This is an optimization exercise on Yosys and OpenROAD, whose aim is small area, not a production implementation.
In this exercise RTL edits were held to simulation tests only and were not proved equivalent to the original.
No activity file was given, so power comes from the tool's default toggle rates.

== tundra ==
==> flow/design.v <==
`timescale 1ns / 1ps
`default_nettype none
package fspa_pkg;
	localparam int SLOTS       = 64;
	localparam int IDX_W       = $clog2(SLOTS);
	localparam int CNT_W       = $clog2(SLOTS + 1);
	localparam int SLOT_W      = 6;
	localparam int UNITS_W     = 8;
	localparam int UNIT_SHIFT  = 8;
	localparam int PROD_W      = SLOT_W + UNITS_W;
	localparam int OFFSET_W    = 22;
	localparam int BASE_W      = 48;
	localparam int ADDR_W      = 49;
	localparam int CFG_IDX_W   = 1;
	typedef enum logic {
		ACT_ALLOC = 1'b0,
		ACT_FREE  = 1'b1
	} action_t;
	typedef enum logic [1:0] {
		ST_GRANTED = 2'd0,
		ST_EMPTY   = 2'd1,
		ST_FREED   = 2'd2,
		ST_DOUBLE  = 2'd3
	} status_t;
	typedef enum logic [CFG_IDX_W-1:0] {
		CFG_SLOT_SIZE = 1'b0,
		CFG_BASE      = 1'b1
	} cfg_reg_t;
	typedef struct packed {
		action_t             action;
		logic [SLOT_W-1:0]   slot_id;
	} req_t;
	typedef struct packed {
		status_t             status;
		logic [SLOT_W-1:0]   granted_slot;
		logic [OFFSET_W-1:0] byte_offset;
		logic [ADDR_W-1:0]   device_address;
	} rsp_t;
	typedef struct packed {
		logic              push;
		logic              pop;
		logic [IDX_W-1:0]  push_id;
	} fq_ctrl_t;
	typedef struct packed {
		logic [CNT_W-1:0]  count;
		logic [IDX_W-1:0]  head_id;
	} fq_stat_t;
endpackage
`default_nettype wire
`timescale 1ns / 1ps
`default_nettype none
module fspa_free_queue (
	input  wire logic                        clk,
	input  wire logic                        arst_n,
	input  wire logic                        push,
	input  wire logic                        pop,
	input  wire logic [fspa_pkg::IDX_W-1:0]  push_id,
	output logic                             empty,
	output logic      [fspa_pkg::IDX_W-1:0]  head_id,
	output logic      [fspa_pkg::IDX_W-1:0]  head_pos,
	output logic                             head_wrapped
);
	logic [fspa_pkg::IDX_W-1:0] mem_q [fspa_pkg::SLOTS];
	logic [fspa_pkg::IDX_W-1:0] head_q;
	logic [fspa_pkg::IDX_W-1:0] tail_q;
	logic                       empty_q;
	logic                       wrapped_q;
	logic                       head_wrapped_q;
	logic [fspa_pkg::IDX_W-1:0] head_inc;
	assign head_inc = head_q + 1'b1;
	always_ff @(posedge clk) begin
		if (push) begin
			mem_q[tail_q] <= push_id;
		end
	end
	always_ff @(posedge clk or negedge arst_n) begin
		if (!arst_n) begin
			head_q    <= '0;
			tail_q    <= '0;
			empty_q   <= 1'b0;
			wrapped_q <= 1'b0;
			head_wrapped_q <= 1'b0;
		end else begin
			if (pop) begin
				head_q <= head_inc;
			end
			if (pop && (head_q == fspa_pkg::IDX_W'(fspa_pkg::SLOTS - 1))) begin
				head_wrapped_q <= 1'b1;
			end
			if (push) begin
				tail_q <= tail_q + 1'b1;
			end
			if (push && (tail_q == fspa_pkg::IDX_W'(fspa_pkg::SLOTS - 1))) begin
				wrapped_q <= 1'b1;
			end
			if (push) begin
				empty_q <= 1'b0;
			end else if (pop && (head_inc == tail_q)) begin
				empty_q <= 1'b1;
			end
		end
	end
	assign empty        = empty_q;
	assign head_pos     = head_q;
	assign head_wrapped = head_wrapped_q;
	assign head_id = (wrapped_q || (head_q < tail_q)) ? mem_q[head_q] : head_q;
endmodule
`default_nettype wire
`timescale 1ns / 1ps
`default_nettype none
module fspa_addr_calc (
	input  wire logic [fspa_pkg::PROD_W-1:0]   prod,
	input  wire logic [fspa_pkg::BASE_W-1:0]   base_address,
	output logic      [fspa_pkg::OFFSET_W-1:0] byte_offset,
	output logic      [fspa_pkg::ADDR_W-1:0]   device_address
);
	always_comb begin
		byte_offset    = {prod, fspa_pkg::UNIT_SHIFT'(0)};
		device_address = fspa_pkg::ADDR_W'(base_address) + fspa_pkg::ADDR_W'(byte_offset);
	end
endmodule
`default_nettype wire
`timescale 1ns / 1ps
`default_nettype none
module fixed_slot_pool_allocator_top (
	input  wire logic                            clk,
	input  wire logic                            arst_n,
	input  wire logic                            req_valid,
	output logic                                 req_stall,
	input  wire fspa_pkg::req_t                  req,
	output logic                                 rsp_valid,
	input  wire logic                            rsp_stall,
	output fspa_pkg::rsp_t                       rsp,
	input  wire logic                            cfg_valid,
	output logic                                 cfg_ready,
	input  wire logic [fspa_pkg::CFG_IDX_W-1:0]  cfg_index,
	input  wire logic [fspa_pkg::BASE_W-1:0]     cfg_data
);
	fspa_pkg::req_t                    req_s1;
	logic                              vld_s1;
	fspa_pkg::status_t                 st_q;
	logic [fspa_pkg::SLOT_W-1:0]       id_q;
	logic [fspa_pkg::PROD_W-1:0]       prod_q;
	logic [fspa_pkg::PROD_W-1:0]       prod_d;
	logic                              rsp_vld_q;
	logic [fspa_pkg::UNITS_W-1:0]      slot_size_q;
	logic [fspa_pkg::BASE_W-1:0]       base_q;
	logic                              base_set_q;
	logic                              use_base_q;
	logic [fspa_pkg::BASE_W-1:0]       base_eff;
	logic [fspa_pkg::SLOTS-1:0]        in_use_q;
	logic [fspa_pkg::SLOT_W-1:0]       head_pos;
	logic                              head_wrapped;
	logic                              use_known;
	logic                              fq_empty;
	logic [fspa_pkg::SLOT_W-1:0]       head_id;
	fspa_pkg::status_t                 st_d;
	logic [fspa_pkg::SLOT_W-1:0]       id_d;
	logic [fspa_pkg::OFFSET_W-1:0]     calc_offset;
	logic [fspa_pkg::ADDR_W-1:0]       calc_addr;
	logic                              hold_rsp;
	logic                              adv;
	logic                              grant;
	logic                              release_ok;
	logic                              pop;
	logic                              push;
	assign cfg_ready = 1'b1;
	assign hold_rsp  = rsp_vld_q && rsp_stall;
	assign adv       = vld_s1 && !hold_rsp;
	assign req_stall = vld_s1 && hold_rsp;
	assign rsp_valid = rsp_vld_q;
	fspa_free_queue u_free_queue (
		.clk     (clk),
		.arst_n  (arst_n),
		.push    (push),
		.pop     (pop),
		.push_id (req_s1.slot_id),
		.empty   (fq_empty),
		.head_id (head_id),
		.head_pos (head_pos),
		.head_wrapped (head_wrapped)
	);
	assign prod_d = fspa_pkg::PROD_W'(id_d) * fspa_pkg::PROD_W'(slot_size_q);
	fspa_addr_calc u_addr_calc (
		.prod            (prod_q),
		.base_address    (base_eff),
		.byte_offset     (calc_offset),
		.device_address  (calc_addr)
	);
	assign base_eff = use_base_q ? base_q : '0;
	always_comb begin
		rsp.status         = st_q;
		rsp.granted_slot   = id_q;
		rsp.byte_offset    = calc_offset;
		rsp.device_address = calc_addr;
	end
	always_comb begin
		grant      = (req_s1.action == fspa_pkg::ACT_ALLOC) && !fq_empty;
		use_known  = head_wrapped || (req_s1.slot_id < head_pos);
		release_ok = (req_s1.action == fspa_pkg::ACT_FREE) && use_known && in_use_q[req_s1.slot_id];
		pop        = adv && grant;
		push       = adv && release_ok;
		id_d       = grant ? head_id : '0;
		if (req_s1.action == fspa_pkg::ACT_ALLOC) begin
			st_d = grant ? fspa_pkg::ST_GRANTED : fspa_pkg::ST_EMPTY;
		end else begin
			st_d = release_ok ? fspa_pkg::ST_FREED : fspa_pkg::ST_DOUBLE;
		end
	end
	always_ff @(posedge clk) begin
		if (!req_stall) begin
			req_s1 <= req;
		end
		if (!hold_rsp) begin
			st_q <= st_d;
			id_q <= id_d;
			prod_q <= prod_d;
		end
		if (cfg_valid && (cfg_index == fspa_pkg::CFG_BASE)) begin
			base_q <= cfg_data;
		end
		if (pop) begin
			in_use_q[head_id] <= 1'b1;
		end
		if (push) begin
			in_use_q[req_s1.slot_id] <= 1'b0;
		end
	end
	always_ff @(posedge clk or negedge arst_n) begin
		if (!arst_n) begin
			vld_s1      <= 1'b0;
			rsp_vld_q   <= 1'b0;
			slot_size_q <= fspa_pkg::UNITS_W'(1);
			base_set_q  <= 1'b0;
			use_base_q  <= 1'b0;
		end else begin
			if (!req_stall) begin
				vld_s1 <= req_valid;
			end
			if (!hold_rsp) begin
				rsp_vld_q  <= vld_s1;
				use_base_q <= grant && base_set_q;
			end
			if (cfg_valid) begin
				if (cfg_index == fspa_pkg::CFG_SLOT_SIZE) begin
					slot_size_q <= cfg_data[fspa_pkg::UNITS_W-1:0];
				end else begin
					base_set_q <= 1'b1;
				end
			end
		end
	end
endmodule
`default_nettype wire
==> flow/config.mk <==
export PLATFORM = sky130hd
export DESIGN_NAME = fixed_slot_pool_allocator_top
export DESIGN_NICKNAME = fixed_slot_pool_allocator_top
export VERILOG_FILES = /design/flow/design.v
export SDC_FILE = /design/flow/constraint.sdc
export NUM_CORES = 4
export LEC_CHECK = 0
export CAP_MARGIN = 20
export CORE_MARGIN = 2
export CORE_UTILIZATION = 65
export SLEW_MARGIN = 20
==> flow/constraint.sdc <==
create_clock -name core_clock -period 7.0 [get_ports {clk}]
set_input_delay 1.4000 -clock core_clock [delete_from_list [all_inputs] [get_ports {clk}]]
set_output_delay 1.4000 -clock core_clock [all_outputs]
set_load 0.01 [all_outputs]
standard.sh (not shown) runs the stock make flow with config.mk's settings and CLKGATE_MAP_FILE= SYNTH_SCRIPT=/design/flow/synth_recipe.tcl, a recipe that flattens the netlist after the stock synthesis.
==> flow/flow/run.sh <==
#!/bin/bash
# Layout flow: the standard flow (standard.sh, unchanged synthesis), with
#  - the port buffers made with the smallest buffer, buf_1;
#  - clock tree synthesis with clkbuf_8 only, clusters of up to 16 sinks
#    within 60 um, and no dummy loads.
# make's full output goes to flow_make.log in the work folder; each ORFS step
# also writes its own log under orfs/logs/.
set -euo pipefail
bash standard.sh finish \
	"BUFFER_PORTS_ARGS=-buffer_cell sky130_fd_sc_hd__buf_1" \
	"CTS_ARGS=-sink_clustering_enable -repair_clock_nets -dont_use_dummy_load -buf_list sky130_fd_sc_hd__clkbuf_8 -sink_clustering_size 16 -sink_clustering_max_diameter 60" \
	> flow_make.log 2>&1
tundra finished all stages; the layout is clean.
Input changes introduced in nickel (baseline for comparison: tundra):
diff --git a/flow/design.v b/flow/design.v
--- a/flow/design.v
+++ b/flow/design.v
@@ -65,5 +65,4 @@
 	logic [fspa_pkg::IDX_W-1:0] tail_q;
 	logic                       empty_q;
-	logic                       wrapped_q;
 	logic                       head_wrapped_q;
 	logic [fspa_pkg::IDX_W-1:0] head_inc;
@@ -76,8 +75,7 @@
 	always_ff @(posedge clk or negedge arst_n) begin
 		if (!arst_n) begin
-			head_q    <= '0;
-			tail_q    <= '0;
-			empty_q   <= 1'b0;
-			wrapped_q <= 1'b0;
+			head_q         <= '0;
+			tail_q         <= '0;
+			empty_q        <= 1'b0;
 			head_wrapped_q <= 1'b0;
 		end else begin
@@ -91,7 +89,4 @@
 				tail_q <= tail_q + 1'b1;
 			end
-			if (push && (tail_q == fspa_pkg::IDX_W'(fspa_pkg::SLOTS - 1))) begin
-				wrapped_q <= 1'b1;
-			end
 			if (push) begin
 				empty_q <= 1'b0;
@@ -102,7 +97,7 @@
 	end
 	assign empty        = empty_q;
+	assign head_id      = head_wrapped_q ? mem_q[head_q] : head_q;
 	assign head_pos     = head_q;
 	assign head_wrapped = head_wrapped_q;
-	assign head_id = (wrapped_q || (head_q < tail_q)) ? mem_q[head_q] : head_q;
 endmodule
 `default_nettype wire
==> comparison <==
Looking at transition at the pin with the smallest max-transition slack across tundra and nickel, the one that comes out higher is nickel.
The clock power was comparable across tundra and nickel.
nickel: fraction of area in multi-input gates is 0.82 points lower than what tundra reported.
Area growth from synthesis to final layout in nickel is 0.87 points higher than in tundra
Diff tundra -> nickel | relative contribution of the clock network to total power | increase of 0.3 points
nickel vs tundra — switching share of total power dropped 0.90 points.
The die area reported for nickel is smaller than that of tundra by 0.0010 mm².
For the first-iteration DRC count, nickel came in 0.81% lower than tundra did.
Sequential cell count: nickel vs tundra — no meaningful difference
Cmp nickel vs tundra: area of all placed cells without fillers lower in nickel
Compared with tundra, nickel degrades final critical-path required period.
Weighted congestion at the end of routability-driven global placement across tundra and nickel: no real change.
nickel has period utilization above what tundra had.

[re-timing with driven ports]
Ports are ideal in the flow. The routed layouts listed here were re-timed in OpenROAD. Step 1 (the two cells are an assumption about what drives the block):
set clk [get_ports {clk}]
set_driving_cell -lib_cell sky130_fd_sc_hd__clkbuf_16 $clk
set_driving_cell -lib_cell sky130_fd_sc_hd__buf_2 [delete_from_list [all_inputs] $clk]
Step 2 adds t to the input delays and takes it off the output delays; t is the mean of the earliest and latest rising clock arrival at the registers after step 1. Input paths then give back, and output paths get back, about the clock's delay inside the block. a / b / c = no drivers / after step 1 / after step 2; a / b = the first two.
run	shift t [ns]	slack for setup (ns)	pins driven straight from the clock port
tundra	0.672	0.489 / 0.489 / 0.489	1
nickel	0.685	0.427 / 0.427 / 0.427	1
After both steps setup and hold are still met in every run listed.
